This is an optimization exercise on Yosys and OpenROAD, whose aim is small area, a short achievable clock period and few clock cycles, not a production implementation. Where RTL was checked, it was by simulation tests only, not by an equivalence proof against the original. Function not checked in run 1: the RTL went through the layout flow alone. No activity file was given, so power comes from the tool's default toggle rates.

==> flow/design.v (outline; a module is shown in full before it is edited, if it fits) <==
// module csa_level: 49 lines
// module param_wallace_multiplier: 3562 lines
module param_wallace_multiplier
#(
    parameter int WIDTH = 32
) (
    input  logic                 clk,
    input  logic                 rst,
    input  logic [WIDTH-1:0]     a,
    input  logic [WIDTH-1:0]     b,
    input  logic                 signed_mode,
    input  logic                 in_valid,
    output logic                 in_ready,
    output logic [2*WIDTH-1:0]   product,
    output logic                 out_valid,
    input  logic                 out_ready
);
  // ...
==> flow/flow/run.sh <==
#!/bin/bash
# Own layout flow: the standard ORFS flow, with Yosys's generic "abc -fast"
# inside "synth" skipped (SYNTH_ARGS=-noabc). That pass re-maps the
# XOR3/majority full-adder logic before ORFS's extract_fa, which then finds the
# adders in inverted form and leaves an inverter on most adder-to-adder nets.
# Everything else (registers, their names, the final ABC mapping, floorplan,
# placement, CTS, routing) is the standard flow.
set -euo pipefail
bash standard.sh SYNTH_ARGS=-noabc finish > standard_flow.log 2>&1
==> flow/standard.sh <==
#!/bin/bash
# synth_recipe.tcl (not shown) runs the flow's synth.tcl, then flattens the netlist and writes it again
# the make line also repeats each setting of config.mk as NAME=value (left out here)
make -C /OpenROAD-flow-scripts/flow DESIGN_CONFIG=/design/flow/config.mk WORK_HOME=/design/flow/orfs CLKGATE_MAP_FILE= SYNTH_SCRIPT=/design/flow/synth_recipe.tcl "${@:-finish}"
==> flow/config.mk <==
export PLATFORM = sky130hd
export DESIGN_NAME = param_wallace_multiplier
export DESIGN_NICKNAME = param_wallace_multiplier
export VERILOG_FILES = /design/flow/design.v
export SDC_FILE = /design/flow/constraint.sdc
export NUM_CORES = 4
export LEC_CHECK = 0
export ABC_CLOCK_PERIOD_IN_PS = 5000
export CAP_MARGIN = 20
export CORE_MARGIN = 2
export CORE_UTILIZATION = 40
export SETUP_SLACK_MARGIN = 4.0
export SLEW_MARGIN = 20
==> flow/constraint.sdc <==
create_clock -name core_clock -period 10.0 [get_ports {clk}]
set_input_delay 2.0000 -clock core_clock [delete_from_list [all_inputs] [get_ports {clk}]]
set_output_delay 2.0000 -clock core_clock [all_outputs]
set_load 0.01 [all_outputs]
==> flow_summary.yaml, run 1 <==
outcome:
  outcome: "finished clean"
power:
  ir_drop_mv: 0.260
  comb-power_mw: 11.1
  internal_power_mw: 7.05
  comb_power_share: 0.832
  p_leak_nw: 13.5
critical_path:
  regToRegEndpoint: "r_q[67]"
  setup.worst_path.end: "r_q[63]"
  critPathMostFrequentCell: "sky130_fd_sc_hd__fa_2"
routing:
  topRoutingLayerUsed: "met5"
  drt_first_iter_violations: 2839
clock_network:
  clk-insertion-delay-late_ns: 0.48
  tritoncts: "built"
finish:
  layout.cells.non_filler: 3941
  top_register: "r_q"
  buffers: 407
  syn2layout_area_growth_pct: 26.3
  post_route_cells_drive_above_1_share: 0.231
  multi_input_combinational_area_share: 0.708
  post-route-cell-area_um2: 35300
synth:
  post_synth_instance_area_um2: 27900
  synthArstFlopShare: 0
  synth.yosys.seq_area_share: 0.125
  post_synth_num_cell_types: 57
  ys_seq_elements: 117
place:
  placed_cell_area_um2: 30500
die:
  fp.coreArea_um2: 68800
  fp.dieW_um: 268
sta:
  finalHoldViolCount: 0
  fmax_ghz: 0.167
  setup_violations: 0
  finClkSkew_ns: 0.00919
min_path:
  hold_path.class: "register to register"
==> inputs of run 2 (changes only) <==
--- a/flow/design.v
+++ b/flow/design.v
@@ -89,26 +89,26 @@
     input  logic [WIDTH-1:0]     b,
     input  logic                 signed_mode,
     input  logic                 in_valid,
     output logic                 in_ready,
     output logic [2*WIDTH-1:0]   product,
     output logic                 out_valid,
     input  logic                 out_ready
 );
-    logic [115:0] r_q;
-    logic [115:0] r_d;
+    logic [121:0] r_q;
+    logic [121:0] r_d;
     logic        v_q;
     logic        adv_s;
-    logic [45:0] row_x;
-    logic [45:0] row_y;
-    logic [17:0] lo_x;
-    logic [17:0] lo_y;
-    logic [18:0] lo_s;
-    logic [46:0] hi_s;
+    logic [51:0] row_x;
+    logic [51:0] row_y;
+    logic [11:0] lo_x;
+    logic [11:0] lo_y;
+    logic [12:0] lo_s;
+    logic [52:0] hi_s;
     logic [33:0] ax;
     logic [34:0] bx;
     logic [33:0] xa_0;
     logic [33:0] xa_1;
     logic [33:0] xa_2;
     logic [33:0] xa_3;
     logic [33:0] xa_4;
     logic [33:0] xa_5;
@@ -3483,18 +3483,18 @@
     assign c1046 = (pp_14_33 & pp_15_31) | (pp_14_33 & pp_16_29) | (pp_15_31 & pp_16_29);
     assign s1047 = c1040 ^ s1045 ^ c1042;
     assign c1048 = (c1040 & s1045) | (c1040 & c1042) | (s1045 & c1042);
     assign s1049 = 1'b1 ^ pp_15_32 ^ pp_16_30;
     assign c1050 = (1'b1 & pp_15_32) | (1'b1 & pp_16_30) | (pp_15_32 & pp_16_30);
     assign s1051 = c1046 ^ s1049;
     assign c1052 = c1046 & s1049;
     assign s1053 = pp_15_33 ^ pp_16_31 ^ c1050;
-    assign lo_x = {c128, c112, c98, c84, s81, c60, c50, s47, s37, c24, s21, s15, s9, s5, c2, pp_1_0, pp_0_1, pp_0_0};
-    assign lo_y = {s143, s127, s111, s97, s83, s71, s59, s49, s39, s31, s23, s17, s11, s7, s3, s1, 1'b0, neg_0};
+    assign lo_x = {c50, s47, s37, c24, s21, s15, s9, s5, c2, pp_1_0, pp_0_1, pp_0_0};
+    assign lo_y = {s59, s49, s39, s31, s23, s17, s11, s7, s3, s1, 1'b0, neg_0};
     assign lo_s = {1'b0, lo_x} + {1'b0, lo_y};
     assign r_d[0] = c418;
     assign r_d[1] = s447;
     assign r_d[2] = c448;
     assign r_d[3] = s477;
     assign r_d[4] = c478;
     assign r_d[5] = s509;
     assign r_d[6] = c508;
@@ -3520,98 +3520,104 @@
     assign r_d[26] = lo_s[5];
     assign r_d[27] = lo_s[6];
     assign r_d[28] = lo_s[7];
     assign r_d[29] = lo_s[8];
     assign r_d[30] = lo_s[9];
     assign r_d[31] = lo_s[10];
     assign r_d[32] = lo_s[11];
     assign r_d[33] = lo_s[12];
-    assign r_d[34] = lo_s[13];
-    assign r_d[35] = lo_s[14];
-    assign r_d[36] = lo_s[15];
-    assign r_d[37] = lo_s[16];
-    assign r_d[38] = lo_s[17];
-    assign r_d[39] = lo_s[18];
-    assign r_d[40] = c144;
-    assign r_d[41] = s161;
-    assign r_d[42] = s177;
-    assign r_d[43] = s179;
-    assign r_d[44] = c180;
-    assign r_d[45] = s199;
-    assign r_d[46] = c200;
-    assign r_d[47] = s219;
-    assign r_d[48] = c220;
-    assign r_d[49] = s241;
-    assign r_d[50] = c242;
-    assign r_d[51] = s263;
-    assign r_d[52] = c264;
-    assign r_d[53] = s287;
-    assign r_d[54] = c288;
-    assign r_d[55] = s311;
-    assign r_d[56] = c312;
-    assign r_d[57] = s337;
-    assign r_d[58] = c338;
-    assign r_d[59] = s363;
-    assign r_d[60] = s389;
-    assign r_d[61] = s391;
-    assign r_d[62] = c392;
-    assign r_d[63] = s419;
-    assign r_d[64] = c420;
-    assign r_d[65] = s575;
-    assign r_d[66] = c576;
-    assign r_d[67] = s635;
-    assign r_d[68] = c636;
-    assign r_d[69] = s691;
-    assign r_d[70] = c692;
-    assign r_d[71] = s743;
-    assign r_d[72] = c744;
-    assign r_d[73] = s791;
-    assign r_d[74] = c792;
-    assign r_d[75] = s813;
-    assign r_d[76] = c814;
-    assign r_d[77] = s835;
-    assign r_d[78] = c836;
-    assign r_d[79] = s855;
-    assign r_d[80] = c856;
-    assign r_d[81] = s875;
-    assign r_d[82] = c876;
-    assign r_d[83] = s893;
-    assign r_d[84] = c894;
-    assign r_d[85] = s911;
-    assign r_d[86] = c912;
-    assign r_d[87] = s927;
-    assign r_d[88] = c928;
-    assign r_d[89] = s943;
-    assign r_d[90] = c944;
-    assign r_d[91] = s957;
-    assign r_d[92] = c958;
-    assign r_d[93] = s971;
-    assign r_d[94] = c972;
-    assign r_d[95] = s983;
-    assign r_d[96] = c984;
-    assign r_d[97] = s995;
-    assign r_d[98] = c996;
-    assign r_d[99] = s1005;
-    assign r_d[100] = c1006;
-    assign r_d[101] = s1015;
-    assign r_d[102] = c1016;
-    assign r_d[103] = s1023;
-    assign r_d[104] = c1024;
-    assign r_d[105] = s1031;
-    assign r_d[106] = c1032;
-    assign r_d[107] = s1037;
-    assign r_d[108] = c1038;
-    assign r_d[109] = s1043;
-    assign r_d[110] = c1044;
-    assign r_d[111] = s1047;
-    assign r_d[112] = c1048;
-    assign r_d[113] = s1051;
-    assign r_d[114] = c1052;
-    assign r_d[115] = s1053;
+    assign r_d[34] = c60;
+    assign r_d[35] = s71;
+    assign r_d[36] = s81;
+    assign r_d[37] = s83;
+    assign r_d[38] = c84;
+    assign r_d[39] = s97;
+    assign r_d[40] = c98;
+    assign r_d[41] = s111;
+    assign r_d[42] = c112;
+    assign r_d[43] = s127;
+    assign r_d[44] = c128;
+    assign r_d[45] = s143;
+    assign r_d[46] = c144;
+    assign r_d[47] = s161;
+    assign r_d[48] = s177;
+    assign r_d[49] = s179;
+    assign r_d[50] = c180;
+    assign r_d[51] = s199;
+    assign r_d[52] = c200;
+    assign r_d[53] = s219;
+    assign r_d[54] = c220;
+    assign r_d[55] = s241;
+    assign r_d[56] = c242;
+    assign r_d[57] = s263;
+    assign r_d[58] = c264;
+    assign r_d[59] = s287;
+    assign r_d[60] = c288;
+    assign r_d[61] = s311;
+    assign r_d[62] = c312;
+    assign r_d[63] = s337;
+    assign r_d[64] = c338;
+    assign r_d[65] = s363;
+    assign r_d[66] = s389;
+    assign r_d[67] = s391;
+    assign r_d[68] = c392;
+    assign r_d[69] = s419;
+    assign r_d[70] = c420;
+    assign r_d[71] = s575;
+    assign r_d[72] = c576;
+    assign r_d[73] = s635;
+    assign r_d[74] = c636;
+    assign r_d[75] = s691;
+    assign r_d[76] = c692;
+    assign r_d[77] = s743;
+    assign r_d[78] = c744;
+    assign r_d[79] = s791;
+    assign r_d[80] = c792;
+    assign r_d[81] = s813;
+    assign r_d[82] = c814;
+    assign r_d[83] = s835;
+    assign r_d[84] = c836;
+    assign r_d[85] = s855;
+    assign r_d[86] = c856;
+    assign r_d[87] = s875;
+    assign r_d[88] = c876;
+    assign r_d[89] = s893;
+    assign r_d[90] = c894;
+    assign r_d[91] = s911;
+    assign r_d[92] = c912;
+    assign r_d[93] = s927;
+    assign r_d[94] = c928;
+    assign r_d[95] = s943;
+    assign r_d[96] = c944;
+    assign r_d[97] = s957;
+    assign r_d[98] = c958;
+    assign r_d[99] = s971;
+    assign r_d[100] = c972;
+    assign r_d[101] = s983;
+    assign r_d[102] = c984;
+    assign r_d[103] = s995;
+    assign r_d[104] = c996;
+    assign r_d[105] = s1005;
+    assign r_d[106] = c1006;
+    assign r_d[107] = s1015;
+    assign r_d[108] = c1016;
+    assign r_d[109] = s1023;
+    assign r_d[110] = c1024;
+    assign r_d[111] = s1031;
+    assign r_d[112] = c1032;
+    assign r_d[113] = s1037;
+    assign r_d[114] = c1038;
+    assign r_d[115] = s1043;
+    assign r_d[116] = c1044;
+    assign r_d[117] = s1047;
+    assign r_d[118] = c1048;
+    assign r_d[119] = s1051;
+    assign r_d[120] = c1052;
+    assign r_d[121] = s1053;
     always_ff @(posedge clk) begin
         if (rst) begin
             v_q <= 1'b0;
         end else if (adv_s) begin
             v_q <= in_valid;
         end
     end
     always_ff @(posedge clk) begin
@@ -3630,14 +3636,14 @@
     assign s605 = r_q[9] ^ r_q[10] ^ r_q[11];
     assign c606 = (r_q[9] & r_q[10]) | (r_q[9] & r_q[11]) | (r_q[10] & r_q[11]);
     assign s663 = r_q[12] ^ r_q[13] ^ r_q[14];
     assign c664 = (r_q[12] & r_q[13]) | (r_q[12] & r_q[14]) | (r_q[13] & r_q[14]);
     assign s717 = r_q[15] ^ r_q[16] ^ r_q[17];
     assign c718 = (r_q[15] & r_q[16]) | (r_q[15] & r_q[17]) | (r_q[16] & r_q[17]);
     assign s767 = r_q[18] ^ r_q[19] ^ r_q[20];
     assign c768 = (r_q[18] & r_q[19]) | (r_q[18] & r_q[20]) | (r_q[19] & r_q[20]);
-    assign row_x = {r_q[114], r_q[112], r_q[110], r_q[108], r_q[106], r_q[104], r_q[102], r_q[100], r_q[98], r_q[96], r_q[94], r_q[92], r_q[90], r_q[88], r_q[86], r_q[84], r_q[82], r_q[80], r_q[78], r_q[76], r_q[74], c768, r_q[72], c718, r_q[70], c664, r_q[68], c606, r_q[66], c544, c512, c480, c450, r_q[64], r_q[62], r_q[60], r_q[58], r_q[56], r_q[54], r_q[52], r_q[50], r_q[48], r_q[46], r_q[44], r_q[42], r_q[40]};
-    assign row_y = {r_q[115], r_q[113], r_q[111], r_q[109], r_q[107], r_q[105], r_q[103], r_q[101], r_q[99], r_q[97], r_q[95], r_q[93], r_q[91], r_q[89], r_q[87], r_q[85], r_q[83], r_q[81], r_q[79], r_q[77], r_q[75], r_q[73], s767, r_q[71], s717, r_q[69], s663, r_q[67], s605, r_q[65], s543, s511, s479, s449, r_q[63], r_q[61], r_q[59], r_q[57], r_q[55], r_q[53], r_q[51], r_q[49], r_q[47], r_q[45], r_q[43], r_q[41]};
-    assign hi_s = {row_x, 1'b1} + {row_y, r_q[39]};
-    assign product   = {hi_s[46:1], r_q[38], r_q[37], r_q[36], r_q[35], r_q[34], r_q[33], r_q[32], r_q[31], r_q[30], r_q[29], r_q[28], r_q[27], r_q[26], r_q[25], r_q[24], r_q[23], r_q[22], r_q[21]};
+    assign row_x = {r_q[120], r_q[118], r_q[116], r_q[114], r_q[112], r_q[110], r_q[108], r_q[106], r_q[104], r_q[102], r_q[100], r_q[98], r_q[96], r_q[94], r_q[92], r_q[90], r_q[88], r_q[86], r_q[84], r_q[82], r_q[80], c768, r_q[78], c718, r_q[76], c664, r_q[74], c606, r_q[72], c544, c512, c480, c450, r_q[70], r_q[68], r_q[66], r_q[64], r_q[62], r_q[60], r_q[58], r_q[56], r_q[54], r_q[52], r_q[50], r_q[48], r_q[46], r_q[44], r_q[42], r_q[40], r_q[38], r_q[36], r_q[34]};
+    assign row_y = {r_q[121], r_q[119], r_q[117], r_q[115], r_q[113], r_q[111], r_q[109], r_q[107], r_q[105], r_q[103], r_q[101], r_q[99], r_q[97], r_q[95], r_q[93], r_q[91], r_q[89], r_q[87], r_q[85], r_q[83], r_q[81], r_q[79], s767, r_q[77], s717, r_q[75], s663, r_q[73], s605, r_q[71], s543, s511, s479, s449, r_q[69], r_q[67], r_q[65], r_q[63], r_q[61], r_q[59], r_q[57], r_q[55], r_q[53], r_q[51], r_q[49], r_q[47], r_q[45], r_q[43], r_q[41], r_q[39], r_q[37], r_q[35]};
+    assign hi_s = {row_x, 1'b1} + {row_y, r_q[33]};
+    assign product   = {hi_s[52:1], r_q[32], r_q[31], r_q[30], r_q[29], r_q[28], r_q[27], r_q[26], r_q[25], r_q[24], r_q[23], r_q[22], r_q[21]};
     assign out_valid = v_q;
 endmodule
--- a/flow/config.mk
+++ b/flow/config.mk
@@ -4,10 +4,11 @@
 export VERILOG_FILES = /design/flow/design.v
 export SDC_FILE = /design/flow/constraint.sdc
 export NUM_CORES = 4
 export LEC_CHECK = 0
 export ABC_CLOCK_PERIOD_IN_PS = 5000
 export CAP_MARGIN = 20
 export CORE_MARGIN = 2
 export CORE_UTILIZATION = 40
+export GPL_ROUTABILITY_DRIVEN = 0
 export SETUP_SLACK_MARGIN = 4.0
 export SLEW_MARGIN = 20
==> flow_summary.yaml, run 2 <==
sta:
  worst_slew_pin_slew_ns: 0.981
  final_critical_path_setup_slack_ns: 3.97
  finalHoldViolCount: 0
  fmax_ghz: 0.166
  period_needed_ns: 6.03
  totalNegativeSetupSlack_ns: 0
  timing.final.max_slew_violations: 0
  final.hold.worst_slack_ns: 0.596
  unrepaired_setup_endpoints_after_global_routing: "yes"
  fin_crit_sh: 0.603
  max-slew-margin-rel: 0.346
  setup_violations: 0
  finClkSkew_ns: 0.0164
finish:
  finish.utilization: 0.494
  reg_top3: "r_q: 122 flops, v_q: 1 flops"
  post-route-cell-area_um2: 34500
  top_register: "r_q"
  post_route_cells_drive_above_1_share: 0.207
  syn2layout_area_growth_pct: 22.3
  number_of_flip_flops_in_the_largest_register: 122
  commonest_non_fill_non_tap_cell_in_the_layout: "sky130_fd_sc_hd__xnor2_1"
  finalNetCount: 3590
  diodes: 0
  mostFrequentLayoutCells: "sky130_fd_sc_hd__xnor2_1, sky130_fd_sc_hd__o22ai_1, sky130_fd_sc_hd__fa_1, sky130_fd_sc_hd__buf_4, sky130_fd_sc_hd__edfxtp_1"
  layout.cells.non_filler: 3867
synth:
  synth_area_per_cell_um2: 10.1
  synthTopCellsByCount: "sky130_fd_sc_hd__xnor2_1, sky130_fd_sc_hd__fa_1, sky130_fd_sc_hd__o22ai_1"
  synth.yosys.seq_area_share: 0.130
  synthesis.instances: 2804
  synth_most_common_cell: "sky130_fd_sc_hd__xnor2_1"
  post_synth_num_cell_types: 73
  synthArstFlopShare: 0
  count_of_flip_flops_with_a_built_in_enable_after_synthesis: 122
  yosys_most_used_dff: "sky130_fd_sc_hd__edfxtp_1"
  post-synth-top-area-fraction: 0.330
  syn_nets: 3480
  synth.top_cells.by_area: "sky130_fd_sc_hd__fa_1, sky130_fd_sc_hd__xnor2_1, sky130_fd_sc_hd__edfxtp_1"
  post_synth_instance_area_um2: 28200
  yosysWarningCount: 1
  ys_seq_elements: 123
  synth.largest_area_cell: "sky130_fd_sc_hd__fa_1"
power:
  p_leak_nw: 13.2
  ir_drop_mv: 0.206
  pwr_density_cell_nw_per_um2: 365
  p_total_mw: 12.6
critical_path:
  crit_path_max_fanout: 10
  critical_path.cell_chain: "clkdlybuf4s15_2 -> buf_4 -> xnor2_1 -> o22ai_1 -> fa_1 -> fa_1 -> fa_1 -> fa_1 -> fa_1 -> fa_1"
  critical_path.reg2reg.startpoint: "v_q"
  r2r_cells: 3
  setup.worst_path.class: "input pin to register"
  timing.critical_path.from_type: "input pin"
  critPathMostFrequentCell: "sky130_fd_sc_hd__fa_1"
  regToRegEndpoint: "r_q[29]"
  worst_path_max_delay_cell: "sky130_fd_sc_hd__fa_1"
  critical-path-max-stage-delay_ns: 0.72
  worst-r2r-setup-slack_ns: 7.58
  critical_path_endpoint_category: "register"
  timing.critical_path.arrival_ns: 6.26
  crit_required_ns: 10.24
place:
  place_ws_ns: 2.04
  placed_cell_area_um2: 30500
  dp.cells: 3683
  detail_placement_hpwl_mm: 73.2
  port_buffers: 134
min_path:
  holdPathEnd: "r_q[98]"
  worst_hold_path.num_cells: 1
  hold_path.startpoint: "v_q"
  hold_path.class: "register to register"
routing:
  drc_errors: 0
  route.final.wire_length_mm: 101
  vias_per_cell: 6.23
  drt_first_iter_violations: 2569
  detail-route-antenna-nets: 0
  drt_pass1_iterations: 6
  route.detailed.wl_per_inst_um: 26.1
  dr_vias: 24100
die:
  ioPinCount: 135
  dieArea_um2: 72700
  floorplan.initialDensity: 0.404
  number_of_placement_rows: 97
  fp.coreArea_um2: 69900
  die-height_um: 270
  fp.dieW_um: 270
global_route:
  grt_usage: 0.273
  number_of_global_route_vias_before_repair: 24900
  grt_overflow: 0
  wire_length_of_the_first_global_routing_pass_mm: 151
  grt_max_degree: 68
  grt_antenna_before_repair: 0
run:
  maxCapViolCount: 0
clock_network:
  htree_levels: 4
  cts.root.buffer_cell: "sky130_fd_sc_hd__clkbuf_16"
  clock_tree.buffer_depth: 2
  cts.clk_slew.worst_paths_ns: 0.07
  cts-hold-fix-buffers: 0
  clock_sink_count: 123
  tritoncts: "built"
  clk-insertion-delay-late_ns: 0.51
  cts_buffers: 17
outcome:
  outcome: "finished clean"
## run 2: report_power, final
group          switching, mW  internal, mW
registers              0.132          1.49
clock network          0.287         0.420
logic                   5.48          4.80
## run 2: routing by layer
layer / wire [um] / GRT usage / share of wire
met1: 37800 / 0.337 / 0.38
met2: 47600 / 0.446 / 0.47
met3: 8810 / 0.0514 / 0.087
met4: 6590 / 0.159 / 0.065
met5: 0 / 0 / 0
## run 2: cells by family (layout without fill, tap and decap cells)
logic type / Yosys count / count (layout) / share of synthesized area
mux: 33 / 33 / 0.0117
xor+xnor: 588 / 588 / 0.182
compound gates: 801 / 801 / 0.185
buf+inv: 379 / 495 / 0.0533
flops: 123 / 123 / 0.130
simple gates: 273 / 280 / 0.0450
fa+ha+maj: 607 / 607 / 0.393
## run 2: layout make-up
| class | instances | area, um2 |
|---|---|---|
| clock buffer | 17 | 425 |
| clock inverter | 15 | 210 |
| fill | 6294 | 35400 |
| inverter | 107 | 528 |
| multi-input combinational | 2309 | 24700 |
| sequential | 123 | 3680 |
| tap | 940 | 1180 |
| timing repair buffer | 343 | 3670 |
| timing repair inverter | 13 | 120 |
## run 2: how the worst max path moves through the flow
stage / startpoint / endpoint / slack [ns] / depth (start not counted)
global placement: b[9] / r_q[73] / 2.08 / 13
global route: a[27] / r_q[3] / 3.93 / 10
CTS: b[30] / r_q[73] / 3.90 / 12
floorplan: signed_mode / r_q[73] / 3.82 / 15
finish: a[27] / r_q[3] / 3.97 / 10
detailed placement: b[9] / r_q[73] / 2.04 / 13
## run 2: what timing repair did
item,CTS,global route
gates cloned,24,6
endpoints found under the setup margin,119,63
gates resized for setup,268,221
pin swaps,33,48
buffers inserted,62,60
## run 2: worst max-delay path, delay by kind of cell
kind | cells | cell delay (ns)
buffers and inverters | 2 | 0.88
xor gates and xnor gates | 1 | 0.19
adders and majority gates | 6 | 3.02
AOI/OAI and AO/OA | 1 | 0.15
Testbench counts of run 2, summed over its fixed seeds: cycles 2,408.
==> inputs of run 3 (changes only) <==
--- a/flow/flow/run.sh
+++ b/flow/flow/run.sh
@@ -6,4 +6,4 @@
 # Everything else (registers, their names, the final ABC mapping, floorplan,
 # placement, CTS, routing) is the standard flow.
 set -euo pipefail
-bash standard.sh SYNTH_ARGS=-noabc finish > standard_flow.log 2>&1
+bash standard.sh SYNTH_ARGS=-noabc SETUP_MOVE_SEQUENCE=unbuffer,sizeup,swap finish > standard_flow.log 2>&1
--- a/flow/config.mk
+++ b/flow/config.mk
@@ -9,6 +9,5 @@
 export CAP_MARGIN = 20
 export CORE_MARGIN = 2
 export CORE_UTILIZATION = 40
-export GPL_ROUTABILITY_DRIVEN = 0
 export SETUP_SLACK_MARGIN = 4.0
 export SLEW_MARGIN = 20
==> flow_summary.yaml, run 3 <==
synth:
  post_synth_instance_area_um2: 28200
  ys_seq_elements: 123
  syn_nets: 3480
  post_synth_num_cell_types: 73
  synthesis.instances: 2804
  synthTopCellsByCount: "sky130_fd_sc_hd__xnor2_1, sky130_fd_sc_hd__fa_1, sky130_fd_sc_hd__o22ai_1"
  synth_area_per_cell_um2: 10.1
  synthArstFlopShare: 0
  count_of_flip_flops_with_a_built_in_enable_after_synthesis: 122
  synth.yosys.seq_area_share: 0.130
  synth.largest_area_cell: "sky130_fd_sc_hd__fa_1"
  yosysWarningCount: 1
  synth_most_common_cell: "sky130_fd_sc_hd__xnor2_1"
  synth.top_cells.by_area: "sky130_fd_sc_hd__fa_1, sky130_fd_sc_hd__xnor2_1, sky130_fd_sc_hd__edfxtp_1"
  yosys_most_used_dff: "sky130_fd_sc_hd__edfxtp_1"
  post-synth-top-area-fraction: 0.330
critical_path:
  r2r_cells: 3
  crit_path_max_fanout: 28
  critical_path_endpoint_category: "register"
  setup.worst_path.class: "input pin to register"
  critical_path.reg2reg.startpoint: "v_q"
  worst-r2r-setup-slack_ns: 7.63
  timing.critical_path.from_type: "input pin"
  crit_required_ns: 10.23
  timing.critical_path.arrival_ns: 6.63
  critical_path_source: "b[11]"
finish:
  commonest_non_fill_non_tap_cell_in_the_layout: "sky130_fd_sc_hd__xnor2_1"
  mostFrequentLayoutCells: "sky130_fd_sc_hd__xnor2_1, sky130_fd_sc_hd__o22ai_1, sky130_fd_sc_hd__fa_1, sky130_fd_sc_hd__edfxtp_1, sky130_fd_sc_hd__ha_1"
  post_route_cells_drive_above_1_share: 0.165
  syn2layout_area_growth_pct: 15.8
  finalNetCount: 3439
  number_of_flip_flops_in_the_largest_register: 122
  top_register: "r_q"
  reg_top3: "r_q: 122 flops, v_q: 1 flops"
  diodes: 0
  nFillCells: 6509
sta:
  unrepaired_setup_endpoints_after_global_routing: "yes"
  fmax_ghz: 0.156
  fin_crit_sh: 0.640
  final_critical_path_setup_slack_ns: 3.60
  finalHoldViolCount: 0
  totalNegativeSetupSlack_ns: 0
  max-slew-margin-rel: 0.243
  period_needed_ns: 6.40
  timing.final.max_slew_violations: 0
  setup_violations: 0
  worst_slew_pin_slew_ns: 1.13
  finClkSkew_ns: 0.0104
global_route:
  grt_max_degree: 55
  wire_length_of_the_first_global_routing_pass_mm: 145
  grt_usage: 0.260
  grt_antenna_before_repair: 0
  number_of_global_route_vias_before_repair: 24000
  grt_overflow: 0
clock_network:
  clock_sink_count: 123
  tritoncts: "built"
  clock_tree.buffer_depth: 2
  clk-insertion-delay-late_ns: 0.48
  htree_levels: 4
  cts_buffers: 17
  cts.root.buffer_cell: "sky130_fd_sc_hd__clkbuf_16"
  cts_post_setup_buffers_inserted: 0
  cts.clk_slew.worst_paths_ns: 0.06
routing:
  route.detailed.wl_per_inst_um: 25.4
  route.final.wire_length_mm: 94.3
  drc_errors: 0
  drt_pass1_iterations: 5
  detail-route-antenna-nets: 0
  drt_first_iter_violations: 2145
  vias_per_cell: 6.09
  dr_vias: 22600
power:
  pwr_density_cell_nw_per_um2: 392
  ir_drop_mv: 0.282
  comb_power_share: 0.827
  share_of_total_power_consumed_by_net_switching: 0.478
  sequential_share_of_power: 0.123
  internal_power_mw: 6.69
  power.clock.fraction: 0.050
  net_switching_component_of_the_power_mw: 6.13
  p_leak_nw: 12.2
die:
  number_of_placement_rows: 97
  floorplan.initialDensity: 0.404
  ioPinCount: 135
  fp.coreArea_um2: 69900
  die-height_um: 270
  fp.dieW_um: 270
  dieArea_um2: 72700
outcome:
  outcome: "finished clean"
min_path:
  worst_hold_path.num_cells: 1
  hold_path.startpoint: "v_q"
  hold_path.class: "register to register"
place:
  port_buffers: 134
  detail_placement_hpwl_mm: 74.1
  gp_congestion: 0.923
  place_ws_ns: 2.23
run:
  maxCapViolCount: 0
[run 3: cell counts after synthesis]
Identical to the previous run, type by type.
[run 3: area by class of cell]
cell class | count | area (um2) | area share
clock buffers | 17 | 425 | 0.0130
inverters | 107 | 520 | 0.0159
multi-input cells | 2302 | 24700 | 0.754
clock inverters | 15 | 165 | 0.00505
well taps | 940 | 1180 | 0.0360
flip-flops and latches | 123 | 3680 | 0.113
repair buffers | 212 | 2070 | 0.0634
[run 3: what timing repair did]
item                       CTS  global route
setup endpoints to repair  119            74
gates cloned                 0             0
gates resized for setup    347            85
pin swaps                   63            28
hold buffers                 0             0
[run 3: kinds of logic (layout without fill, tap and decap cells)]
| family | after synthesis | count (layout) | share of synthesized area |
|---|---|---|---|
| adders and majority gates | 607 | 607 | 0.393 |
| DFF | 123 | 123 | 0.130 |
| and+or+nand+nor | 273 | 273 | 0.0450 |
| muxes | 33 | 33 | 0.0117 |
| AOI/OAI and AO/OA | 801 | 801 | 0.185 |
| xor gates and xnor gates | 588 | 588 | 0.182 |
| buffers and inverters | 379 | 351 | 0.0533 |
[run 3: routing by layer]
layer  share of wire  vias up  track usage
met2            0.49     1147        0.442
met3           0.067      253       0.0429
met5               0        -            0
met1            0.39    11400        0.322
li1                -     9841            -
met4           0.053        0        0.127
[run 3: metrics by stage]
stage / instances / area, um2 / hold WS, ns / power, mW / util
4_1_cts: 3715 / 32300 / 0.997 / 12.9 / 0.462
2_1_floorplan: 2804 / 28800 / 2.01 / 7.93 / -
5_1_grt: 3716 / 32700 / 1.05 / 13.9 / 0.468
3_5_place_dp: 3683 / 30400 / 0.980 / 11.9 / 0.435
3_3_place_gp: 3683 / 30400 / 0.964 / 11.7 / 0.435
6_report: 3716 / 32700 / 0.976 / 12.8 / 0.468
[run 3: power groups by stage]
stage | Clock [mW] | Combinational (mW) | Sequential (mW)
final | 0.638 | 10.6 | 1.58
after global routing | 0.672 | 11.7 | 1.61
after CTS | 0.661 | 10.6 | 1.58
after detailed placement | 0 | 10.3 | 1.59
after global placement | 0 | 10.1 | 1.59
after floorplan | 0 | 6.37 | 1.56
[run 3: path summary, 6_finish.rpt]
check                           endpoint
worst max-delay path             r_q[69]
worst min-delay path            r_q[118]
worst max register to register   r_q[29]
worst min register to register  r_q[118]
[run 3: critical path, stage by stage]
cell and delay (ns):
sky130_fd_sc_hd__buf_12 0.11, sky130_fd_sc_hd__ha_4 0.16, sky130_fd_sc_hd__nor2b_4 0.85, sky130_fd_sc_hd__buf_12 0.26
sky130_fd_sc_hd__xnor2_4 0.14, sky130_fd_sc_hd__o22ai_2 0.10, sky130_fd_sc_hd__fa_1 0.55, sky130_fd_sc_hd__fa_2 0.43
sky130_fd_sc_hd__fa_2 0.40, sky130_fd_sc_hd__fa_2 0.37, sky130_fd_sc_hd__fa_1 0.51, sky130_fd_sc_hd__fa_1 0.42
sky130_fd_sc_hd__ha_1 0.28
==> inputs of run 4 (changes only) <==
--- a/flow/config.mk
+++ b/flow/config.mk
@@ -9,5 +9,5 @@
 export CAP_MARGIN = 20
 export CORE_MARGIN = 2
 export CORE_UTILIZATION = 40
-export SETUP_SLACK_MARGIN = 4.0
+export SETUP_SLACK_MARGIN = 4.5
 export SLEW_MARGIN = 20
==> flow_summary.yaml, run 4 <==
critical_path:
  timing.critical_path.from_type: "input pin"
  critical_path_source: "b[15]"
  critical_path.n_buffers_inverters: 2
  critPathMostFrequentCell: "sky130_fd_sc_hd__fa_2"
  worst_path_max_delay_cell: "sky130_fd_sc_hd__nor2b_4"
  crit_required_ns: 10.24
  critical_path_endpoint_category: "register"
  critical-path-max-stage-delay_ns: 0.66
  category_of_cells_accounting_for_the_largest_share_of_critical_path_delay: "adder cells"
  critical_path.cell_chain: "buf_12 -> ha_4 -> nor2b_4 -> buf_12 -> xnor2_4 -> o22ai_2 -> fa_2 -> fa_1 -> fa_2 -> fa_2 -> fa_1 -> fa_2 -> ha_4"
  setup.worst_path.class: "input pin to register"
  crit_path_max_fanout: 22
  critical_path.reg2reg.startpoint: "v_q"
  timing.critical_path.arrival_ns: 6.46
finish:
  syn2layout_area_growth_pct: 26.5
  mostFrequentLayoutCells: "sky130_fd_sc_hd__xnor2_1, sky130_fd_sc_hd__o22ai_1, sky130_fd_sc_hd__fa_2, sky130_fd_sc_hd__fa_1, sky130_fd_sc_hd__edfxtp_1"
  reg_top3: "r_q: 122 flops, v_q: 1 flops"
  number_of_flip_flops_in_the_largest_register: 122
  post_route_cells_drive_above_1_share: 0.319
  top_register: "r_q"
  commonest_non_fill_non_tap_cell_in_the_layout: "sky130_fd_sc_hd__xnor2_1"
  post-route-cell-area_um2: 35700
  layout.cells.non_filler: 3723
  finalNetCount: 3445
  finish.utilization: 0.511
outcome:
  outcome: "finished clean"
place:
  place_ws_ns: 2.45
  detail_placement_hpwl_mm: 78.6
  placed_cell_area_um2: 31800
  gp_congestion: 0.983
  dp.cells: 3689
  port_buffers: 134
synth:
  synth.largest_area_cell: "sky130_fd_sc_hd__fa_1"
  synth_most_common_cell: "sky130_fd_sc_hd__xnor2_1"
  post_synth_num_cell_types: 73
  syn_nets: 3480
  synth_area_per_cell_um2: 10.1
  synth.top_cells.by_area: "sky130_fd_sc_hd__fa_1, sky130_fd_sc_hd__xnor2_1, sky130_fd_sc_hd__edfxtp_1"
  synth.yosys.seq_area_share: 0.130
  post-synth-top-area-fraction: 0.330
  post_synth_instance_area_um2: 28200
  synthTopCellsByCount: "sky130_fd_sc_hd__xnor2_1, sky130_fd_sc_hd__fa_1, sky130_fd_sc_hd__o22ai_1"
  yosys_most_used_dff: "sky130_fd_sc_hd__edfxtp_1"
  synthArstFlopShare: 0
  synthesis.instances: 2804
  ys_seq_elements: 123
  yosysWarningCount: 1
  count_of_flip_flops_with_a_built_in_enable_after_synthesis: 122
clock_network:
  clock_tree.buffer_depth: 2
  htree_levels: 4
  clk-insertion-delay-late_ns: 0.48
  cts_buffers: 17
  clock_sink_count: 123
  cts_post_setup_buffers_inserted: 0
  tritoncts: "built"
  cts.clk_slew.worst_paths_ns: 0.07
  cts.root.buffer_cell: "sky130_fd_sc_hd__clkbuf_16"
power:
  pwr_density_cell_nw_per_um2: 380
  p_leak_nw: 12.9
  ir_drop_mv: 0.302
  p_total_mw: 13.6
sta:
  worst_slew_pin_slew_ns: 0.978
  finClkSkew_ns: 0.0119
  final_critical_path_setup_slack_ns: 3.78
  setup_violations: 0
  period_needed_ns: 6.22
  totalNegativeSetupSlack_ns: 0
  final.hold.worst_slack_ns: 0.848
  max-slew-margin-rel: 0.341
  fin_crit_sh: 0.622
  unrepaired_setup_endpoints_after_global_routing: "yes"
  timing.final.max_slew_violations: 0
  finalHoldViolCount: 0
  fmax_ghz: 0.161
min_path:
  hold_path.startpoint: "v_q"
  hold_path.class: "register to register"
routing:
  drt_pass1_iterations: 6
  detail-route-antenna-nets: 0
  dr_vias: 23100
  route.final.wire_length_mm: 101
  drt_first_iter_violations: 2094
  route.detailed.wl_per_inst_um: 27.1
  drc_errors: 0
  vias_per_cell: 6.22
global_route:
  grt_max_degree: 53
  wire_length_of_the_first_global_routing_pass_mm: 152
  grt_antenna_before_repair: 1
  grt_usage: 0.276
  number_of_global_route_vias_before_repair: 24500
  grt_overflow: 0
die:
  dieArea_um2: 72700
  die-height_um: 270
  fp.coreArea_um2: 69900
  fp.dieW_um: 270
  ioPinCount: 135
  number_of_placement_rows: 97
  floorplan.initialDensity: 0.404
run:
  maxCapViolCount: 0
[run 4: logic make-up after synthesis]
kind of cell               Yosys count  synth area share
muxes                               33            0.0117
AOI/OAI and AO/OA                  801             0.185
xor gates and xnor gates           588             0.182
DFF                                123             0.130
and+or+nand+nor                    273            0.0450
buffers and inverters              379            0.0533
adders and majority gates          607             0.393
[run 4: worst reg2reg max path, delay by kind of cell (launching register included)]
kind | cells | cell delay, ns
DFF | 1 | 0.33
buffers and inverters | 1 | 0.66
and+or+nand+nor | 1 | 0.35
[run 4: final cells by class]
cell class	instances	area, um2
antenna	1	2.50
clock buffer	19	433
clock inverter	13	193
fill	6149	34200
inverter	107	579
multi-input combinational	2302	27600
sequential	123	3680
tap	940	1180
timing repair buffer	218	2110
[run 4: timing repair]
item	CTS	global route
pin swaps	169	123
resized for setup	606	276
endpoints found under the setup margin	146	112
hold buffers	0	0
[run 4: power breakdown]
| part | switching (mW) | leakage [nW] | internal, mW |
|---|---|---|---|
| sequential | 0.122 | 1.31 | 1.49 |
| clock | 0.271 | 0.298 | 0.418 |
| combinational | 5.99 | 11.3 | 5.28 |
| total | 6.39 | 12.9 | 7.19 |
[run 4: layer usage]
metal,vias up,wire length (um),global-route usage
li1,9885,-,-
met5,-,0,0
met4,0,4700,0.120
met3,245,7650,0.0462
met2,1159,48100,0.457
met1,11900,40300,0.356
[run 4: path summary, 6_finish.rpt]
path / slack (ns) / end / depth (start not counted)
max: 3.78 / r_q[71] / 13
min: 0.85 / v_q / 2
max reg2reg: 8.20 / r_q[26] / 2
min reg2reg: 0.85 / v_q / 2
==> inputs of run 5 (changes only) <==
--- a/flow/flow/run.sh
+++ b/flow/flow/run.sh
@@ -6,4 +6,4 @@
 # Everything else (registers, their names, the final ABC mapping, floorplan,
 # placement, CTS, routing) is the standard flow.
 set -euo pipefail
-bash standard.sh SYNTH_ARGS=-noabc SETUP_MOVE_SEQUENCE=unbuffer,sizeup,swap finish > standard_flow.log 2>&1
+bash standard.sh SYNTH_ARGS=-noabc SETUP_MOVE_SEQUENCE=unbuffer,sizeup,swap,buffer finish > standard_flow.log 2>&1
--- a/flow/config.mk
+++ b/flow/config.mk
@@ -9,5 +9,5 @@
 export CAP_MARGIN = 20
 export CORE_MARGIN = 2
 export CORE_UTILIZATION = 40
-export SETUP_SLACK_MARGIN = 4.5
+export SETUP_SLACK_MARGIN = 4.0
 export SLEW_MARGIN = 20
==> flow_summary.yaml, run 5 <==
outcome:
  outcome: "finished clean"
sta:
  fin_crit_sh: 0.637
  final_critical_path_setup_slack_ns: 3.63
  finClkSkew_ns: 0.0133
  totalNegativeSetupSlack_ns: 0
  timing.final.max_slew_violations: 0
  period_needed_ns: 6.37
  worst_slew_pin_slew_ns: 1.12
  fmax_ghz: 0.157
  max-slew-margin-rel: 0.250
  unrepaired_setup_endpoints_after_global_routing: "yes"
  setup_violations: 0
  finalHoldViolCount: 0
synth:
  ys_seq_elements: 123
  yosysWarningCount: 1
  synth.yosys.seq_area_share: 0.130
  synth_most_common_cell: "sky130_fd_sc_hd__xnor2_1"
  post-synth-top-area-fraction: 0.330
  count_of_flip_flops_with_a_built_in_enable_after_synthesis: 122
  post_synth_instance_area_um2: 28200
  syn_nets: 3480
  synth_area_per_cell_um2: 10.1
  synth.largest_area_cell: "sky130_fd_sc_hd__fa_1"
  synthTopCellsByCount: "sky130_fd_sc_hd__xnor2_1, sky130_fd_sc_hd__fa_1, sky130_fd_sc_hd__o22ai_1"
  synth.top_cells.by_area: "sky130_fd_sc_hd__fa_1, sky130_fd_sc_hd__xnor2_1, sky130_fd_sc_hd__edfxtp_1"
  synthArstFlopShare: 0
  yosys_most_used_dff: "sky130_fd_sc_hd__edfxtp_1"
  synthesis.instances: 2804
  post_synth_num_cell_types: 73
die:
  number_of_placement_rows: 97
  fp.coreArea_um2: 69900
  fp.dieW_um: 270
  dieArea_um2: 72700
  ioPinCount: 135
  die-height_um: 270
  floorplan.initialDensity: 0.404
global_route:
  grt_overflow: 0
  grt_antenna_before_repair: 0
  number_of_global_route_vias_before_repair: 24400
  wire_length_of_the_first_global_routing_pass_mm: 147
  grt_max_degree: 55
  grt_usage: 0.264
power:
  p_total_mw: 13.3
  ir_drop_mv: 0.326
  pwr_density_cell_nw_per_um2: 394
  p_leak_nw: 12.6
finish:
  post_route_cells_drive_above_1_share: 0.217
  commonest_non_fill_non_tap_cell_in_the_layout: "sky130_fd_sc_hd__xnor2_1"
  syn2layout_area_growth_pct: 19.4
  post-route-cell-area_um2: 33700
  mostFrequentLayoutCells: "sky130_fd_sc_hd__xnor2_1, sky130_fd_sc_hd__o22ai_1, sky130_fd_sc_hd__fa_1, sky130_fd_sc_hd__fa_2, sky130_fd_sc_hd__edfxtp_1"
  top_register: "r_q"
  diodes: 0
  finish.utilization: 0.482
  number_of_flip_flops_in_the_largest_register: 122
  finalNetCount: 3512
  reg_top3: "r_q: 122 flops, v_q: 1 flops"
critical_path:
  critical_path.cell_chain: "buf_12 -> ha_4 -> nor2b_4 -> buf_8 -> xnor2_4 -> o22ai_2 -> fa_1 -> fa_2 -> fa_2 -> fa_2 -> fa_1 -> fa_1 -> ha_2"
  crit_required_ns: 10.24
  setup.worst_path.class: "input pin to register"
  critical_path_endpoint_category: "register"
  timing.critical_path.from_type: "input pin"
  timing.critical_path.arrival_ns: 6.61
  critical-path-max-stage-delay_ns: 0.84
  worst_path_max_delay_cell: "sky130_fd_sc_hd__nor2b_4"
  crit_path_max_fanout: 28
  category_of_cells_accounting_for_the_largest_share_of_critical_path_delay: "adder cells"
  critical_path.n_buffers_inverters: 2
place:
  gp_congestion: 0.923
  port_buffers: 134
  detail_placement_hpwl_mm: 74.1
  placed_cell_area_um2: 30400
  place_ws_ns: 2.23
routing:
  drt_first_iter_violations: 2016
  route.final.wire_length_mm: 96.0
  route.detailed.wl_per_inst_um: 25.3
  drt_pass1_iterations: 8
  dr_vias: 23100
  drc_errors: 0
  vias_per_cell: 6.10
  detail-route-antenna-nets: 0
min_path:
  hold_path.class: "register to register"
clock_network:
  cts_buffers: 17
  htree_levels: 4
  tritoncts: "built"
  clk-insertion-delay-late_ns: 0.48
  clock_tree.buffer_depth: 2
  cts.clk_slew.worst_paths_ns: 0.07
  cts.root.buffer_cell: "sky130_fd_sc_hd__clkbuf_16"
  clock_sink_count: 123
  cts-hold-fix-buffers: 0
run:
  maxCapViolCount: 0
==> run 5: layout make-up <==
type | instances | area, um2
inverters | 107 | 509
flip-flops and latches | 123 | 3680
clock buffers | 17 | 425
clock inverters | 15 | 165
well taps | 940 | 1180
fillers | 6403 | 36200
repair buffers | 285 | 2750
multi-input cells | 2302 | 25000
==> run 5: cell families (layout without fill, tap and decap cells) <==
logic type | after synthesis | after routing | share of synthesized area
fa+ha+maj | 607 | 607 | 0.393
compound gates | 801 | 801 | 0.185
simple gates | 273 | 273 | 0.0450
flops | 123 | 123 | 0.130
xor+xnor | 588 | 588 | 0.182
mux | 33 | 33 | 0.0117
buf+inv | 379 | 424 | 0.0533
==> run 5: metal layers <==
metal,vias to the layer above,global-route usage,wire length (um)
met5,-,0,0
met4,0,0.136,5590
met3,278,0.0430,6360
met2,1137,0.447,46800
met1,11700,0.324,37300
li1,10000,-,-
==> run 5: through the flow <==
step	cells	hold WS, ns
detailed placement	3683	0.980
CTS	3764	0.997
floorplan	2804	2.01
global placement	3683	0.964
global route	3789	1.05
finish	3789	0.984
==> run 5: repair_timing <==
item | 4_1_cts | 5_1_grt
pin swaps | 110 | 70
setup buffers | 49 | 24
resized for setup | 374 | 150
setup endpoints to repair | 119 | 88
==> run 5: path summary, 6_finish.rpt <==
path / slack [ns] / cells after the start / start / to
max: 3.63 / 13 / b[11] / r_q[69]
max reg2reg: 7.62 / 3 / v_q / r_q[29]
min reg2reg: 0.98 / 1 / v_q / r_q[118]
min: 0.98 / 1 / v_q / r_q[118]
==> run 5: report_power, final <==
group,internal (mW),switching (mW),leakage [nW]
registers,1.49,0.100,1.31
logic,5.15,5.92,11.0
clock network,0.368,0.270,0.276
total,7.00,6.29,12.6
==> inputs of run 6 (changes only) <==
--- a/flow/flow/run.sh
+++ b/flow/flow/run.sh
@@ -6,4 +6,4 @@
 # Everything else (registers, their names, the final ABC mapping, floorplan,
 # placement, CTS, routing) is the standard flow.
 set -euo pipefail
-bash standard.sh SYNTH_ARGS=-noabc SETUP_MOVE_SEQUENCE=unbuffer,sizeup,swap,buffer finish > standard_flow.log 2>&1
+bash standard.sh SYNTH_ARGS=-noabc finish > standard_flow.log 2>&1
--- a/flow/config.mk
+++ b/flow/config.mk
@@ -9,5 +9,5 @@
 export CAP_MARGIN = 20
 export CORE_MARGIN = 2
 export CORE_UTILIZATION = 40
-export SETUP_SLACK_MARGIN = 4.0
+export SETUP_SLACK_MARGIN = 3.9
 export SLEW_MARGIN = 20
==> flow_summary.yaml, run 6 <==
sta:
  timing.final.max_slew_violations: 0
  max-slew-margin-rel: 0.402
  setup_violations: 0
  finalHoldViolCount: 0
  finClkSkew_ns: 0.0116
  totalNegativeSetupSlack_ns: 0
  unrepaired_setup_endpoints_after_global_routing: "yes"
  final.hold.worst_slack_ns: 1.00
  period_needed_ns: 6.12
  worst_slew_pin_slew_ns: 0.897
  fin_crit_sh: 0.612
  fmax_ghz: 0.163
power:
  ir_drop_mv: 0.213
  p_leak_nw: 12.8
  pwr_density_cell_nw_per_um2: 372
synth:
  synth_most_common_cell: "sky130_fd_sc_hd__xnor2_1"
  ys_seq_elements: 123
  yosys_most_used_dff: "sky130_fd_sc_hd__edfxtp_1"
  yosysWarningCount: 1
  synthArstFlopShare: 0
  synthTopCellsByCount: "sky130_fd_sc_hd__xnor2_1, sky130_fd_sc_hd__fa_1, sky130_fd_sc_hd__o22ai_1"
  post_synth_instance_area_um2: 28200
  synth.largest_area_cell: "sky130_fd_sc_hd__fa_1"
  post-synth-top-area-fraction: 0.330
  count_of_flip_flops_with_a_built_in_enable_after_synthesis: 122
  synth.top_cells.by_area: "sky130_fd_sc_hd__fa_1, sky130_fd_sc_hd__xnor2_1, sky130_fd_sc_hd__edfxtp_1"
  synth.yosys.seq_area_share: 0.130
  post_synth_num_cell_types: 73
  syn_nets: 3480
  synth_area_per_cell_um2: 10.1
  synthesis.instances: 2804
critical_path:
  critical_path.cell_chain: "fa_1 -> ha_4 -> nand3_1 -> nor4_4 -> a21bo_2 -> a21oi_4 -> buf_12 -> o311a_1 -> o21ai_1 -> xor2_1 -> clkdlybuf4s50_1"
  setup.worst_path.class: "register to primary output"
  crit_required_ns: 8.00
  critical_path.n_buffers_inverters: 2
  critical-path-max-stage-delay_ns: 0.56
  crit_path_max_fanout: 4
  r2r_cells: 3
  timing.critical_path.from_type: "register"
  worst_path_max_delay_cell: "sky130_fd_sc_hd__clkdlybuf4s50_1"
  timing.critical_path.arrival_ns: 4.12
  worst-r2r-setup-slack_ns: 7.75
  category_of_cells_accounting_for_the_largest_share_of_critical_path_delay: "compound AO/OA/AOI/OAI gates"
  critical_path.reg2reg.startpoint: "v_q"
  regToRegEndpoint: "r_q[96]"
  critical_path_endpoint_category: "primary output"
run:
  maxCapViolCount: 0
routing:
  detail-route-antenna-nets: 0
  dr_vias: 24100
  route.final.wire_length_mm: 104
  route.detailed.wl_per_inst_um: 26.9
  vias_per_cell: 6.25
  drt_pass1_iterations: 6
  drt_first_iter_violations: 2953
  drc_errors: 0
global_route:
  number_of_global_route_vias_before_repair: 25000
  wire_length_of_the_first_global_routing_pass_mm: 156
  grt_antenna_before_repair: 5
  grtUsageMet3: 0.0771
  grt_overflow: 0
  grt_util_met1: 0.362
  grt_max_degree: 65
  globalRoute.busiestLayer: "met2"
  grt_usage: 0.284
  use_met2: 0.432
die:
  ioPinCount: 135
  floorplan.initialDensity: 0.404
  fp.dieW_um: 270
  number_of_placement_rows: 97
  die-height_um: 270
  fp.coreArea_um2: 69900
  dieArea_um2: 72700
clock_network:
  cts_buffers: 17
  htree_levels: 4
  cts.clk_slew.worst_paths_ns: 0.06
  clock_tree.buffer_depth: 2
  cts.root.buffer_cell: "sky130_fd_sc_hd__clkbuf_16"
  clock_sink_count: 123
  tritoncts: "built"
  clk-insertion-delay-late_ns: 0.49
outcome:
  outcome: "finished clean"
min_path:
  hold_path.startpoint: "v_q"
  holdPathEnd: "v_q"
  hold_path.class: "register to register"
  worst_hold_path.num_cells: 3
finish:
  finish.utilization: 0.482
  mostFrequentLayoutCells: "sky130_fd_sc_hd__xnor2_1, sky130_fd_sc_hd__o22ai_1, sky130_fd_sc_hd__fa_1, sky130_fd_sc_hd__buf_4, sky130_fd_sc_hd__edfxtp_1"
  syn2layout_area_growth_pct: 19.4
  post_route_cells_drive_above_1_share: 0.170
  number_of_flip_flops_in_the_largest_register: 122
  top_register: "r_q"
  reg_top3: "r_q: 122 flops, v_q: 1 flops"
  layout.cells.non_filler: 3854
  finalNetCount: 3571
  commonest_non_fill_non_tap_cell_in_the_layout: "sky130_fd_sc_hd__xnor2_1"
place:
  gp_congestion: 0.951
  port_buffers: 134
  dp.cells: 3685
  detail_placement_hpwl_mm: 75.4
-- run 6: cell count changes in the layout (fill, tap and decap cells not counted), moves of 10 or more --
cell                      delta
sky130_fd_sc_hd__buf_12     +11
sky130_fd_sc_hd__buf_4      +13
sky130_fd_sc_hd__fa_1      +105
sky130_fd_sc_hd__fa_2      -105
sky130_fd_sc_hd__ha_2       -10
sky130_fd_sc_hd__o22ai_1    +29
sky130_fd_sc_hd__o22ai_2    -30
sky130_fd_sc_hd__xnor2_1    +47
sky130_fd_sc_hd__xnor2_2    -37
sky130_fd_sc_hd__xnor2_4    -10
-- run 6: metrics by stage --
step                      worst slack (ns)  area (um2)  total power [mW]
after global routing                  3.79       33700              13.7
after global placement                1.90       30400              11.2
after floorplan                       3.71       28600              7.89
after detailed placement              1.91       30400              11.3
after CTS                             3.84       33000              12.5
final                                 3.88       33700              12.5
-- run 6: how the worst max path moves through the flow --
| stage | startpoint | to | slack (ns) | cells after the start |
|---|---|---|---|---|
| CTS | b[28] | r_q[73] | 3.84 | 13 |
| floorplan | signed_mode | r_q[73] | 3.71 | 15 |
| global placement | b[10] | r_q[69] | 1.90 | 14 |
| global route | r_q[33] | product[51] | 3.79 | 11 |
| detailed placement | b[9] | r_q[69] | 1.91 | 14 |
| finish | r_q[8] | product[62] | 3.88 | 11 |
-- run 6: cells by family (layout without fill, tap and decap cells) --
family,Yosys count,count (layout),share of synthesized area
mux,33,33,0.0117
xor+xnor,588,588,0.182
compound gates,801,801,0.185
fa+ha+maj,607,607,0.393
buf+inv,379,480,0.0533
other cells,0,6,0
flops,123,123,0.130
simple gates,273,276,0.0450
-- run 6: report_power, final --
| group | switching [mW] | internal [mW] | total [mW] |
|---|---|---|---|
| logic | 5.55 | 4.77 | 10.3 |
| registers | 0.103 | 1.49 | 1.59 |
| clock network | 0.247 | 0.368 | 0.616 |
| total | 5.90 | 6.63 | 12.5 |
-- run 6: what timing repair did --
action / 4_1_cts / 5_1_grt
gates resized for setup: 264 / 142
hold buffers: 0 / 0
endpoints found under the setup margin: 123 / 48
buffers inserted: 82 / 25
gates cloned: 22 / 2
pin swaps: 19 / 20
-- run 6: area by class of cell --
class	instances	area [um2]
clock buffers	23	458
multi-input cells	2305	24200
fillers	6435	36200
flip-flops and latches	123	3680
repair buffers	329	3440
repair inverters	12	86.3
clock inverters	9	100
well taps	940	1180
inverters	107	509
diodes	6	15.0
-- run 6: worst register-to-register path: stages, from the launching register on --
cell                       delay [ns]
sky130_fd_sc_hd__dfxtp_1         0.33
sky130_fd_sc_hd__nand2b_4        0.07
sky130_fd_sc_hd__buf_4           0.57
sky130_fd_sc_hd__buf_4           0.77
-- run 6: metal layers --
metal / vias to the layer above / routed length (um)
met5: - / 0
met4: 0 / 6880
met3: 340 / 11400
met2: 1651 / 46000
met1: 12000 / 39300
li1: 10100 / -
==> inputs of run 7 (changes only) <==
--- a/flow/config.mk
+++ b/flow/config.mk
@@ -9,5 +9,5 @@
 export CAP_MARGIN = 20
 export CORE_MARGIN = 2
 export CORE_UTILIZATION = 40
-export SETUP_SLACK_MARGIN = 3.9
+export SETUP_SLACK_MARGIN = 4.05
 export SLEW_MARGIN = 20
==> flow_summary.yaml, run 7 <==
synth:
  post_synth_instance_area_um2: 28200
  syn_nets: 3480
  post_synth_num_cell_types: 73
  synth.yosys.seq_area_share: 0.130
  post-synth-top-area-fraction: 0.330
  ys_seq_elements: 123
  synth.largest_area_cell: "sky130_fd_sc_hd__fa_1"
  synthArstFlopShare: 0
  count_of_flip_flops_with_a_built_in_enable_after_synthesis: 122
  synth_most_common_cell: "sky130_fd_sc_hd__xnor2_1"
  yosys_most_used_dff: "sky130_fd_sc_hd__edfxtp_1"
  synthTopCellsByCount: "sky130_fd_sc_hd__xnor2_1, sky130_fd_sc_hd__fa_1, sky130_fd_sc_hd__o22ai_1"
  synthesis.instances: 2804
  yosysWarningCount: 1
  synth.top_cells.by_area: "sky130_fd_sc_hd__fa_1, sky130_fd_sc_hd__xnor2_1, sky130_fd_sc_hd__edfxtp_1"
  synth_area_per_cell_um2: 10.1
routing:
  route.final.wire_length_mm: 102
  drt_pass1_iterations: 6
  dr_vias: 23700
  vias_per_cell: 6.10
  route.detailed.wl_per_inst_um: 26.2
  drt_first_iter_violations: 2102
  detail-route-antenna-nets: 0
  drc_errors: 0
finish:
  number_of_flip_flops_in_the_largest_register: 122
  post_route_cells_drive_above_1_share: 0.215
  finalNetCount: 3614
  top_register: "r_q"
  reg_top3: "r_q: 122 flops, v_q: 1 flops"
  syn2layout_area_growth_pct: 23.6
  mostFrequentLayoutCells: "sky130_fd_sc_hd__xnor2_1, sky130_fd_sc_hd__o22ai_1, sky130_fd_sc_hd__fa_1, sky130_fd_sc_hd__buf_4, sky130_fd_sc_hd__edfxtp_1"
  commonest_non_fill_non_tap_cell_in_the_layout: "sky130_fd_sc_hd__xnor2_1"
run:
  maxCapViolCount: 0
critical_path:
  timing.critical_path.arrival_ns: 3.96
  crit_required_ns: 8.00
  timing.critical_path.from_type: "register"
  setup.worst_path.class: "register to primary output"
  critical_path.cell_chain: "fa_1 -> ha_2 -> nand2_1 -> o21bai_4 -> nor2_1 -> a21oi_2 -> nand4_1 -> nand2_4 -> a22oi_2 -> o21ai_2 -> xnor2_1 -> clkdlybuf4s50_1"
  critical_path.n_buffers_inverters: 1
  category_of_cells_accounting_for_the_largest_share_of_critical_path_delay: "adder cells"
  critical_path_endpoint_category: "primary output"
  critical-path-max-stage-delay_ns: 0.57
  worst_path_max_delay_cell: "sky130_fd_sc_hd__clkdlybuf4s50_1"
  crit_path_max_fanout: 6
sta:
  final_critical_path_setup_slack_ns: 4.04
  worst_slew_pin_slew_ns: 1.06
  final.hold.worst_slack_ns: 0.856
  max-slew-margin-rel: 0.283
  totalNegativeSetupSlack_ns: 0
  fin_crit_sh: 0.596
  unrepaired_setup_endpoints_after_global_routing: "yes"
  setup_violations: 0
  finClkSkew_ns: 0.0109
  finalHoldViolCount: 0
  period_needed_ns: 5.96
  fmax_ghz: 0.168
  timing.final.max_slew_violations: 0
clock_network:
  clk-insertion-delay-late_ns: 0.50
  htree_levels: 4
  clock_tree.buffer_depth: 2
  cts_buffers: 17
  tritoncts: "built"
  clock_sink_count: 123
  cts.clk_slew.worst_paths_ns: 0.07
  cts.root.buffer_cell: "sky130_fd_sc_hd__clkbuf_16"
  cts-hold-fix-buffers: 0
min_path:
  hold_path.class: "register to register"
die:
  number_of_placement_rows: 97
  floorplan.initialDensity: 0.404
  fp.dieW_um: 270
  dieArea_um2: 72700
  fp.coreArea_um2: 69900
  ioPinCount: 135
  die-height_um: 270
global_route:
  grtUsageMet3: 0.0598
  wire_length_of_the_first_global_routing_pass_mm: 153
  use_met2: 0.464
  globalRoute.busiestLayer: "met2"
  grt_max_degree: 62
  number_of_global_route_vias_before_repair: 25100
  grt_usage: 0.277
  grt_overflow: 0
  grt_antenna_before_repair: 3
  grt_util_met1: 0.336
place:
  place_ws_ns: 2.22
  detail_placement_hpwl_mm: 75.7
  gp_congestion: 0.927
  port_buffers: 134
power:
  pwr_density_cell_nw_per_um2: 367
  ir_drop_mv: 0.257
  p_total_mw: 12.8
  p_leak_nw: 13.3
outcome:
  outcome: "finished clean"
==> run 7: report_power, final <==
part           leakage, nW  internal, mW  switching [mW]
sequential            1.31          1.48           0.102
clock                0.310         0.423           0.270
combinational         11.7          4.94            5.61
==> run 7: stage by stage <==
step           std cells  utilization  cell area [um2]
4_1_cts             3825        0.479            33500
6_report            3892        0.499            34900
5_1_grt             3891        0.499            34900
3_5_place_dp        3689        0.438            30600
3_3_place_gp        3689        0.438            30600
2_1_floorplan       2804            -            29000
==> run 7: path summary, 6_finish.rpt <==
kind | start | end | slack [ns] | cells after the start
setup / recovery | r_q[12] | product[63] | 4.04 | 12
hold reg to reg | v_q | v_q | 0.86 | 2
hold / removal | v_q | v_q | 0.86 | 2
setup reg to reg | v_q | r_q[98] | 8.09 | 2
==> run 7: per-layer routing <==
layer  vias to the layer above  share of wire
met1                     11900           0.38
met4                         4          0.060
met3                       318          0.081
li1                      10200              -
met2                      1269           0.48
met5                         -        0.00029
==> run 7: worst register-to-register path: stages, from the launching register on <==
cell                       delay (ns)
sky130_fd_sc_hd__dfxtp_1         0.33
sky130_fd_sc_hd__nand2b_4        0.36
sky130_fd_sc_hd__buf_4           0.72
==> run 7: layout make-up <==
class	instances	area, um2
fill	6320	35000
multi-input combinational	2306	24700
timing repair buffer	373	4080
sequential	123	3680
tap	940	1180
inverter	107	508
clock buffer	18	439
clock inverter	14	195
timing repair inverter	10	81.3
antenna	1	2.50
==> run 7: cells by family (layout without fill, tap and decap cells) <==
group	count (synthesis)	after routing	share of synthesized area
mux	33	33	0.0117
buf+inv	379	522	0.0533
compound gates	801	801	0.185
simple gates	273	277	0.0450
flops	123	123	0.130
xor+xnor	588	588	0.182
fa+ha+maj	607	607	0.393
other cells	0	1	0
==> run 7: timing repair <==
item | CTS | global route
pin swaps | 30 | 65
setup endpoints to repair | 127 | 64
gates cloned | 20 | 4
resized for setup | 322 | 201
setup buffers | 84 | 62
==> inputs of run 8 (changes only) <==
--- a/flow/config.mk
+++ b/flow/config.mk
@@ -9,5 +9,5 @@
 export CAP_MARGIN = 20
 export CORE_MARGIN = 2
 export CORE_UTILIZATION = 40
-export SETUP_SLACK_MARGIN = 4.05
+export SETUP_SLACK_MARGIN = 4.0
 export SLEW_MARGIN = 20
==> flow_summary.yaml, run 8 <==
critical_path:
  worst_path_max_delay_cell: "sky130_fd_sc_hd__fa_1"
  setup.worst_path.class: "input pin to register"
  critical_path.cell_chain: "clkdlybuf4s18_2 -> ha_4 -> nand2b_4 -> buf_12 -> clkinv_4 -> xnor2_2 -> o22ai_2 -> fa_1 -> fa_2 -> fa_2 -> fa_2 -> fa_1 -> fa_1 -> ha_1"
  timing.critical_path.from_type: "input pin"
  critical_path_endpoint_category: "register"
  timing.critical_path.arrival_ns: 6.23
  crit_required_ns: 10.23
  critical-path-max-stage-delay_ns: 0.57
  crit_path_max_fanout: 7
global_route:
  grt_overflow: 0
  wire_length_of_the_first_global_routing_pass_mm: 151
  grt_antenna_before_repair: 1
  grt_usage: 0.273
  number_of_global_route_vias_before_repair: 25000
  grt_max_degree: 55
synth:
  yosys_most_used_dff: "sky130_fd_sc_hd__edfxtp_1"
  synthArstFlopShare: 0
  synth.yosys.seq_area_share: 0.130
  synth.top_cells.by_area: "sky130_fd_sc_hd__fa_1, sky130_fd_sc_hd__xnor2_1, sky130_fd_sc_hd__edfxtp_1"
  post-synth-top-area-fraction: 0.330
  synthesis.instances: 2804
  synth_most_common_cell: "sky130_fd_sc_hd__xnor2_1"
  yosysWarningCount: 1
  count_of_flip_flops_with_a_built_in_enable_after_synthesis: 122
  ys_seq_elements: 123
  synth_area_per_cell_um2: 10.1
  post_synth_num_cell_types: 73
  syn_nets: 3480
  synthTopCellsByCount: "sky130_fd_sc_hd__xnor2_1, sky130_fd_sc_hd__fa_1, sky130_fd_sc_hd__o22ai_1"
  synth.largest_area_cell: "sky130_fd_sc_hd__fa_1"
  post_synth_instance_area_um2: 28200
finish:
  number_of_flip_flops_in_the_largest_register: 122
  finalNetCount: 3578
  nFillCells: 6373
  syn2layout_area_growth_pct: 21.6
  post_route_cells_drive_above_1_share: 0.216
  finish.utilization: 0.491
  commonest_non_fill_non_tap_cell_in_the_layout: "sky130_fd_sc_hd__xnor2_1"
  reg_top3: "r_q: 122 flops, v_q: 1 flops"
  mostFrequentLayoutCells: "sky130_fd_sc_hd__xnor2_1, sky130_fd_sc_hd__o22ai_1, sky130_fd_sc_hd__fa_1, sky130_fd_sc_hd__buf_4, sky130_fd_sc_hd__edfxtp_1"
  top_register: "r_q"
sta:
  max-slew-margin-rel: 0.365
  fin_crit_sh: 0.600
  timing.final.max_slew_violations: 0
  setup_violations: 0
  finalHoldViolCount: 0
  period_needed_ns: 6.00
  totalNegativeSetupSlack_ns: 0
  fmax_ghz: 0.167
  unrepaired_setup_endpoints_after_global_routing: "yes"
  finClkSkew_ns: 0.0131
  worst_slew_pin_slew_ns: 0.953
die:
  die-height_um: 270
  number_of_placement_rows: 97
  floorplan.initialDensity: 0.404
  dieArea_um2: 72700
  fp.coreArea_um2: 69900
  fp.dieW_um: 270
  ioPinCount: 135
power:
  p_total_mw: 13.0
  pwr_density_cell_nw_per_um2: 379
  comb_power_share: 0.830
  net_switching_component_of_the_power_mw: 6.20
  ir_drop_mv: 0.260
  sequential_share_of_power: 0.121
  p_leak_nw: 13.2
  internal_power_mw: 6.83
  share_of_total_power_consumed_by_net_switching: 0.476
  power.clock.fraction: 0.049
outcome:
  outcome: "finished clean"
clock_network:
  tritoncts: "built"
  cts.clk_slew.worst_paths_ns: 0.07
  htree_levels: 4
  clock_tree.buffer_depth: 2
  clock_sink_count: 123
  cts.root.buffer_cell: "sky130_fd_sc_hd__clkbuf_16"
  cts_buffers: 17
  clk-insertion-delay-late_ns: 0.48
routing:
  route.final.wire_length_mm: 101
  vias_per_cell: 6.15
  drt_pass1_iterations: 6
  route.detailed.wl_per_inst_um: 26.2
  drt_first_iter_violations: 2420
  dr_vias: 23700
  drc_errors: 0
  detail-route-antenna-nets: 0
place:
  port_buffers: 134
  detail_placement_hpwl_mm: 74.1
  gp_congestion: 0.923
min_path:
  hold_path.class: "register to register"
run:
  maxCapViolCount: 0
run 8: cell types whose count changed in the layout (fill, tap and decap cells not counted), moves of 8 or more:
cell / before / now
sky130_fd_sc_hd__buf_2: 13 / 22
sky130_fd_sc_hd__buf_12: 47 / 32
sky130_fd_sc_hd__o22ai_1: 404 / 385
sky130_fd_sc_hd__o22ai_2: 30 / 50
sky130_fd_sc_hd__xnor2_1: 455 / 423
sky130_fd_sc_hd__fa_1: 369 / 380
sky130_fd_sc_hd__xnor2_2: 44 / 77
sky130_fd_sc_hd__fa_2: 96 / 85
sky130_fd_sc_hd__buf_4: 138 / 122
sky130_fd_sc_hd__clkdlybuf4s50_1: 84 / 76
run 8: critical path, delay by kind of cell:
kind / cells / cell delay, ns
AO/OA/AOI/OAI: 1 / 0.13
buffers and inverters: 3 / 0.53
adder cells (fa/ha/maj): 8 / 3.16
XOR/XNOR: 1 / 0.21
AND/OR/NAND/NOR: 1 / 0.19
run 8: metal layers:
metal	GRT usage	part of all wire
met1	0.335	0.38
met5	0	0
met4	0.141	0.057
met3	0.0565	0.083
met2	0.454	0.48
run 8: kinds of logic (layout without fill, tap and decap cells):
logic type | count (synthesis) | in the layout | synth area share
other | 0 | 1 | 0
multiplexers | 33 | 33 | 0.0117
adder cells (fa/ha/maj) | 607 | 607 | 0.393
AND/OR/NAND/NOR | 273 | 280 | 0.0450
AO/OA/AOI/OAI | 801 | 801 | 0.185
buffers and inverters | 379 | 483 | 0.0533
XOR/XNOR | 588 | 588 | 0.182
flip-flops | 123 | 123 | 0.130
run 8: path summary, 6_finish.rpt:
path	from	to	slack [ns]	cells after the start
hold / removal	v_q	r_q[114]	0.97	1
hold reg to reg	v_q	r_q[114]	0.97	1
setup / recovery	b[7]	r_q[69]	4.00	14
setup reg to reg	v_q	r_q[29]	7.62	3
run 8: area by class of cell:
| class | count | area [um2] | area share |
|---|---|---|---|
| antenna | 1 | 2.50 | 0.0000729 |
| clock buffer | 17 | 425 | 0.0124 |
| clock inverter | 15 | 165 | 0.00481 |
| inverter | 107 | 492 | 0.0143 |
| multi-input combinational | 2309 | 24900 | 0.725 |
| sequential | 123 | 3680 | 0.107 |
| tap | 940 | 1180 | 0.0342 |
| timing repair buffer | 336 | 3430 | 0.0999 |
| timing repair inverter | 8 | 77.6 | 0.00226 |
run 8: power groups by stage:
stage / clock network (mW) / logic [mW] / registers, mW
finish: 0.638 / 10.8 / 1.58
global route: 0.673 / 11.9 / 1.61
floorplan: 0 / 6.37 / 1.56
global placement: 0 / 10.1 / 1.59
detailed placement: 0 / 10.3 / 1.59
CTS: 0.661 / 10.6 / 1.58
run 8: metrics by stage:
step           area, um2  cells  setup slack, ns  hold slack (ns)
5_1_grt            34300   3855             3.87             1.05
3_3_place_gp       30400   3683             2.26            0.964
4_1_cts            32900   3810             3.85            0.997
3_5_place_dp       30400   3683             2.23            0.980
2_1_floorplan      28800   2804             3.82             2.01
6_report           34300   3856             4.00            0.968
run 8: repair_timing:
action / 4_1_cts / 5_1_grt
gates resized for setup: 270 / 261
setup buffers: 78 / 42
endpoints found under the setup margin: 119 / 55
pin swaps: 24 / 68
hold buffers: 0 / 0
gates cloned: 17 / 3
